From an optimization exercise on the open Yosys and OpenROAD flow, aimed at a short achievable clock period, few clock cycles per item and low power; shortcuts taken in it are not production practice.
In this exercise RTL edits were held to simulation tests only and were not proved equivalent to the original.
Power figures rest on the tool's default switching activity, not on a simulated workload.

Setup of the baseline:
## peak_to_peak_power_meter_unit
module peak_to_peak_power_meter_unit #(
  parameter int ADC_BITS = 10
) (
  input  logic        clk,
  input  logic        rst_n,
  input  logic        in_valid,
  output logic        in_ready,
  input  logic        in_operation,
  input  logic [9:0]  in_adc_sample,
  input  logic [15:0] in_elapsed_ms,
  output logic        out_valid,
  input  logic        out_ready,
  output logic [19:0] out_rms_ma,
  output logic [19:0] out_power_watts,
  output logic [47:0] out_energy_watt_ms,
  input  logic        cfg_we,
  input  logic [2:0]  cfg_index,
  input  logic [15:0] cfg_data
);
For scale: about 6600 cells after synthesis, ~290 flip-flops, ~140 I/O pins, roughly 0.050 mm^2 of cells after synthesis.
export LEC_CHECK = 0
export CAP_MARGIN = 20
export CORE_MARGIN = 2
export CORE_UTILIZATION = 60
export CTS_BUF_LIST = sky130_fd_sc_hd__clkbuf_4
export CTS_CLUSTER_SIZE = 25
export SETUP_SLACK_MARGIN = 2.0
export SLEW_MARGIN = 20
create_clock -name core_clock -period 6.0 [get_ports {clk}]
run.sh (not shown) runs the stock make flow with config.mk's settings and CLKGATE_MAP_FILE= SYNTH_SCRIPT=/design/flow/synth_recipe.tcl, a recipe that flattens the netlist after the stock synthesis.
Testbench counts of the baseline, summed over its fixed seeds: cycles 13,061, items 1,280.
Input changes introduced in the candidate (baseline for comparison: the baseline):
- CORE_UTILIZATION: 60 -> 40
- SETUP_SLACK_MARGIN: 2.0 -> unset
- CTS_CLUSTER_SIZE: 25 -> unset
- CTS_BUF_LIST: sky130_fd_sc_hd__clkbuf_4 -> unset
--- outcome ---
Compared with the baseline, the candidate degrades fmax.
Every stage of the flow completed for the candidate, and the final layout passed the timing, DRC and antenna checks.
Count of cell instances traversed by the critical path: the candidate vs the baseline down 3
The share of power burned in the clock network reported for the candidate is greater than that of the baseline by 6.2 points.


v48:
The RTL this note starts from:
==> flow/design.v <==
module peak_to_peak_power_meter_unit #(
  parameter int ADC_BITS = 10
) (
  input  logic        clk,
  input  logic        rst_n,
  input  logic        in_valid,
  output logic        in_ready,
  input  logic        in_operation,
  input  logic [9:0]  in_adc_sample,
  input  logic [15:0] in_elapsed_ms,
  output logic        out_valid,
  input  logic        out_ready,
  output logic [19:0] out_rms_ma,
  output logic [19:0] out_power_watts,
  output logic [47:0] out_energy_watt_ms,
  input  logic        cfg_we,
  input  logic [2:0]  cfg_index,
  input  logic [15:0] cfg_data
);
  logic [9:0]  cfg_zero_r;
  logic [15:0] cfg_gain_r;
  logic [9:0]  cfg_offs_r;
  logic [9:0]  cfg_floor_r;
  logic [8:0]  cfg_volts_r;
  logic [9:0]         hi_r;
  logic signed [11:0] lo_r;
  logic               pend_r;
  logic [10:0]        span_p_r;
  logic [15:0]        ms_p_r;
  logic               st_cur_r, st_x_r, st_q_r, st_fix_r, st_ms_r, st_ms2_r, st_e_r;
  logic [53:0]        acc_r;       
  logic [18:0]        cur_r;
  logic [18:0]        watts_r;
  logic [47:0]        energy_r;
  logic               have_prev_r;
  logic               out_valid_r;
  logic               busy;
  logic               start;
  logic               in_fire;
  logic               cur_go;
  logic signed [10:0] dev;
  logic signed [12:0] span_s;
  logic [10:0]        span;
  assign busy     = st_cur_r | st_x_r | st_q_r | st_fix_r | st_ms_r | st_ms2_r;
  assign start    = pend_r && !busy;
  assign in_ready = !in_operation || !pend_r || !busy;
  assign in_fire  = in_valid && in_ready;
  assign cur_go   = !out_valid_r || out_ready;
  assign out_valid          = out_valid_r;
  assign out_rms_ma         = {1'b0, cur_r};
  assign out_power_watts    = {1'b0, watts_r};
  assign out_energy_watt_ms = energy_r;
  assign dev    = $signed({1'b0, in_adc_sample}) - $signed({1'b0, cfg_zero_r});
  assign span_s = $signed({3'b000, hi_r}) - $signed({lo_r[11], lo_r});
  assign span   = (span_s > 0) ? span_s[10:0] : 11'd0;
  logic [10:0] m1a;
  logic [15:0] m1b;
  logic [26:0] raw_full;
  logic [18:0] raw;
  logic [18:0] cur_val;
  logic [18:0] m2a;
  logic [8:0]  m2b;
  logic [27:0] x;
  logic [27:0] m3a;
  logic [45:0] xr;
  logic [18:0] q0;
  logic [27:0] m4a;
  logic [18:0] m4b;
  logic [11:0] rem;
  logic [1:0]  qfix;
  logic [18:0] m5a;
  logic [7:0]  m5b;
  logic [26:0] add_lo;
  logic [18:0] m7a;
  logic [7:0]  m7b;
  logic [26:0] add_hi;
  logic [26:0] m6a;
  logic [26:0] m6b;
  logic [48:0] esum;
  assign m1a      = span_p_r   & {11{pend_r}};
  assign m1b      = cfg_gain_r & {16{pend_r}};
  assign raw_full = m1a * m1b;
  assign raw = acc_r[18:0] & {19{st_cur_r}};
  always_comb begin
    if (raw < {9'd0, cfg_offs_r}) cur_val = '0;
    else                          cur_val = raw - {9'd0, cfg_offs_r};
    if (cur_val < {9'd0, cfg_floor_r}) cur_val = '0;
  end
  assign m2a = cur_r       & {19{st_x_r}};
  assign m2b = cfg_volts_r & {9{st_x_r}};
  assign x   = m2a * m2b;
  assign m3a = acc_r[27:0] & {28{st_q_r}};
  assign xr  = {m3a, 17'd0} + {5'd0, m3a, 12'd0} - {7'd0, m3a, 10'd0}
             + {11'd0, m3a, 6'd0} + {14'd0, m3a, 3'd0} + {17'd0, m3a};
  assign q0  = xr[45:27];
  assign m4a  = acc_r[27:0] & {28{st_fix_r}};
  assign m4b  = watts_r     & {19{st_fix_r}};
  assign rem  = m4a[11:0] - {m4b[1:0], 10'd0} + {m4b[7:0], 4'd0} + {m4b[8:0], 3'd0};
  assign qfix = (rem >= 12'd2000) ? 2'd2 : (rem >= 12'd1000) ? 2'd1 : 2'd0;
  assign m5a    = watts_r      & {19{st_ms_r}};
  assign m5b    = acc_r[35:28] & {8{st_ms_r}};
  assign add_lo = m5a * m5b;
  assign m7a    = watts_r      & {19{st_ms2_r}};
  assign m7b    = acc_r[43:36] & {8{st_ms2_r}};
  assign add_hi = m7a * m7b;
  assign m6a  = acc_r[26:0]  & {27{st_e_r}};
  assign m6b  = acc_r[53:27] & {27{st_e_r}};
  assign esum = {1'b0, energy_r} + {22'd0, m6a} + {14'd0, m6b, 8'd0};
  always_ff @(posedge clk) begin
    if (!rst_n) begin
      cfg_zero_r  <= 10'd512;
      cfg_gain_r  <= 16'd2916;
      cfg_offs_r  <= 10'd75;
      cfg_floor_r <= 10'd35;
      cfg_volts_r <= 9'd240;
      hi_r        <= '0;
      lo_r        <= 12'sd1024;
      pend_r      <= 1'b0;
      st_cur_r    <= 1'b0;
      st_x_r      <= 1'b0;
      st_q_r      <= 1'b0;
      st_fix_r    <= 1'b0;
      st_ms_r     <= 1'b0;
      st_ms2_r    <= 1'b0;
      st_e_r      <= 1'b0;
      energy_r    <= '0;
      have_prev_r <= 1'b0;
      out_valid_r <= 1'b0;
    end else begin
      if (cfg_we) begin
        case (cfg_index)
          3'd0: cfg_zero_r  <= cfg_data[9:0];
          3'd1: cfg_gain_r  <= cfg_data[15:0];
          3'd2: cfg_offs_r  <= cfg_data[9:0];
          3'd3: cfg_floor_r <= cfg_data[9:0];
          3'd4: cfg_volts_r <= cfg_data[8:0];
          default: ;
        endcase
      end
      if (in_fire) begin
        if (!in_operation) begin
          if (dev > $signed({1'b0, hi_r})) hi_r <= dev[9:0];
          if ($signed({dev[10], dev}) < lo_r) lo_r <= {dev[10], dev};
        end else begin
          hi_r <= '0;
          lo_r <= 12'sd1024;
        end
      end
      if (in_fire && in_operation) pend_r <= 1'b1;
      else if (start)              pend_r <= 1'b0;
      if (out_valid_r && out_ready) out_valid_r <= 1'b0;
      st_cur_r <= start || (st_cur_r && !cur_go);
      st_x_r   <= st_cur_r && cur_go;
      st_q_r   <= st_x_r;
      st_fix_r <= st_q_r;
      st_ms_r  <= st_fix_r;
      st_ms2_r <= st_ms_r;
      st_e_r   <= st_ms2_r;
      if (st_e_r) begin
        if (have_prev_r) energy_r <= esum[48] ? '1 : esum[47:0];
        have_prev_r <= 1'b1;
        out_valid_r <= 1'b1;
      end
    end
  end
  always_ff @(posedge clk) begin
    if (in_fire && in_operation) begin
      span_p_r <= span;
      ms_p_r   <= in_elapsed_ms;
    end
    if (start) begin
      acc_r[18:0]  <= raw_full[26:8];
      acc_r[43:28] <= ms_p_r;
    end
    if (st_cur_r && cur_go) cur_r <= cur_val;
    if (st_x_r)             acc_r[27:0] <= x;
    if (st_q_r)             watts_r <= q0;
    if (st_fix_r)           watts_r <= watts_r + {17'd0, qfix};
    if (st_ms_r)            acc_r[26:0] <= add_lo;
    if (st_ms2_r)           acc_r[53:27] <= add_hi;
  end
endmodule
clock: 6.0 ns
lec_check: 0
cap_margin: 20
core_margin: 2
core_utilization: 75
cts_buf_list: sky130_fd_sc_hd__clkbuf_16
cts_cluster_diameter: 100
cts_cluster_size: 28
slew_margin: 20
Testbench counts of v48, summed over its fixed seeds: cycles 12,564, items 1,280.
Input-level comparison between v13 and v48:
# v48
export LEC_CHECK = 0
export CAP_MARGIN = 20
export CORE_MARGIN = 2
export CORE_UTILIZATION = 75
export CTS_BUF_LIST = sky130_fd_sc_hd__clkbuf_16
export CTS_CLUSTER_DIAMETER = 100
export CTS_CLUSTER_SIZE = 28
export SLEW_MARGIN = 20
create_clock -name core_clock -period 6.0 [get_ports {clk}]
# v13
export LEC_CHECK = 0
export CAP_MARGIN = 20
export CORE_MARGIN = 2
export CORE_UTILIZATION = 60
export CTS_BUF_LIST = sky130_fd_sc_hd__clkbuf_8
export CTS_CLUSTER_DIAMETER = 70
export CTS_CLUSTER_SIZE = 16
export SLEW_MARGIN = 20
create_clock -name core_clock -period 6.0 [get_ports {clk}]
==> run notes <==
v13 was carried through to the last stage, and its layout satisfied the timing, DRC and antenna checks.
Across both runs, wire length of the first global-routing pass was higher for v13 than for v48.
v13 vs. v48: power share of the clock group went up by 2.1 points.
Row share of post-route cells with drive strength above 1: v13 higher / v48 lower
Changes observed in v13 relative to v48: sequential cell fraction of total power lost 1.7 points, wire length after detailed routing went up.
Summary of v13 over v48: least setup slack across all paths after layout shrank by 0.0065 ns, slew at the pin with the worst max-slew slack shrank by 0.11 ns.
The following lists how v49 was set up differently from v13:
# v13
export LEC_CHECK = 0
export CAP_MARGIN = 20
export CORE_MARGIN = 2
export CORE_UTILIZATION = 60
export CTS_BUF_LIST = sky130_fd_sc_hd__clkbuf_8
export CTS_CLUSTER_DIAMETER = 70
export CTS_CLUSTER_SIZE = 16
export SLEW_MARGIN = 20
create_clock -name core_clock -period 6.0 [get_ports {clk}]
# v49
export LEC_CHECK = 0
export CAP_MARGIN = 20
export CORE_MARGIN = 2
export CORE_UTILIZATION = 75
export CTS_BUF_LIST = sky130_fd_sc_hd__clkbuf_16
export CTS_CLUSTER_DIAMETER = 100
export CTS_CLUSTER_SIZE = 28
export PLACE_DENSITY = 0.8
export SLEW_MARGIN = 20
create_clock -name core_clock -period 6.0 [get_ports {clk}]
--- outcome ---
v13 reports its standard cell with the maximum stage delay on the critical path as sky130_fd_sc_hd__fa_1 while v49 reports sky130_fd_sc_hd__edfxtp_1.
Compared with v13, v49 shows a lower time the final worst path needs with I/O delays and setup.
Compared with v13, v49 shows post-layout utilization of the core higher by 16 points.
Taking v13 as the reference, in v49 growth of design area from synthesis to finish fell 1.4 points; count of placed standard cells in the final layout, fillers left out fell 236.
Taking v13 as the reference, in v49 final hold slack up 0.0047 ns; minimum setup slack after placement down 0.039 ns; portion of total power attributed to sequential cells up 1.7 points; layout cell share with drive strength beyond 1 down 1.3 points.
Final period utilization essentially unchanged between v13 and v49.
## Diff of input files: v22 against v49
# v49
export LEC_CHECK = 0
export CAP_MARGIN = 20
export CORE_MARGIN = 2
export CORE_UTILIZATION = 75
export CTS_BUF_LIST = sky130_fd_sc_hd__clkbuf_16
export CTS_CLUSTER_DIAMETER = 100
export CTS_CLUSTER_SIZE = 28
export PLACE_DENSITY = 0.8
export SLEW_MARGIN = 20
create_clock -name core_clock -period 6.0 [get_ports {clk}]
# v22
export LEC_CHECK = 0
export CAP_MARGIN = 20
export CORE_MARGIN = 2
export CORE_UTILIZATION = 40
export SLEW_MARGIN = 20
create_clock -name core_clock -period 6.0 [get_ports {clk}]
==> comparison <==
The higher final critical-path required period came out of v49. Compared with v49, in v22 share of final layout cell area taken by non-clock buffers increased by 0.44 points relative to the old numbers, utilization of the core after routing decreased by 37 points relative to the old numbers, hold slack decreased by 0.011 ns relative to the old numbers.

## afterwards: timing with drivers on the ports
Ports are ideal in the flow. The routed layouts listed here were re-timed in OpenROAD. Step 1 sets driving cells, clkbuf_16 on the clock port and buf_2 on the other inputs (assumed; they add their load-dependent delay and slew). Step 2 adds t to the input delays and takes it off the output delays; t is the mean of the earliest and latest rising clock arrival at the registers after step 1. Input paths then give back, and output paths get back, about the clock's delay inside the block. a / b / c = ideal ports / drivers / drivers and shift; a / b = the first two.
run	shift t [ns]	setup WS [ns]	hold WS [ns]	worst setup path at the end	worst register clock-pin slew, ns
the baseline	1.015	1.110 / 1.110 / 1.110	0.408 / 0.408 / 0.408	register to register	0.08 / 0.08
the candidate	0.682	0.653 / 0.653 / 0.653	0.417 / 0.417 / 0.417	register to register	0.07 / 0.07
v48	0.605	0.248 / 0.248 / 0.248	0.465 / 0.465 / 0.465	register to register	0.12 / 0.12
v13	0.750	0.241 / 0.241 / 0.032	0.460 / 0.460 / 0.460	input to register	0.11 / 0.11
v49	0.605	0.248 / 0.248 / 0.248	0.465 / 0.465 / 0.465	register to register	0.12 / 0.12
v22	0.682	0.296 / 0.296 / 0.296	0.454 / 0.454 / 0.454	register to register	0.06 / 0.06
After both steps every run listed still meets setup and hold. For v13, which loses most, drivers alone change the setup slack by 0.000 ns; drivers and shift together by -0.209 ns.
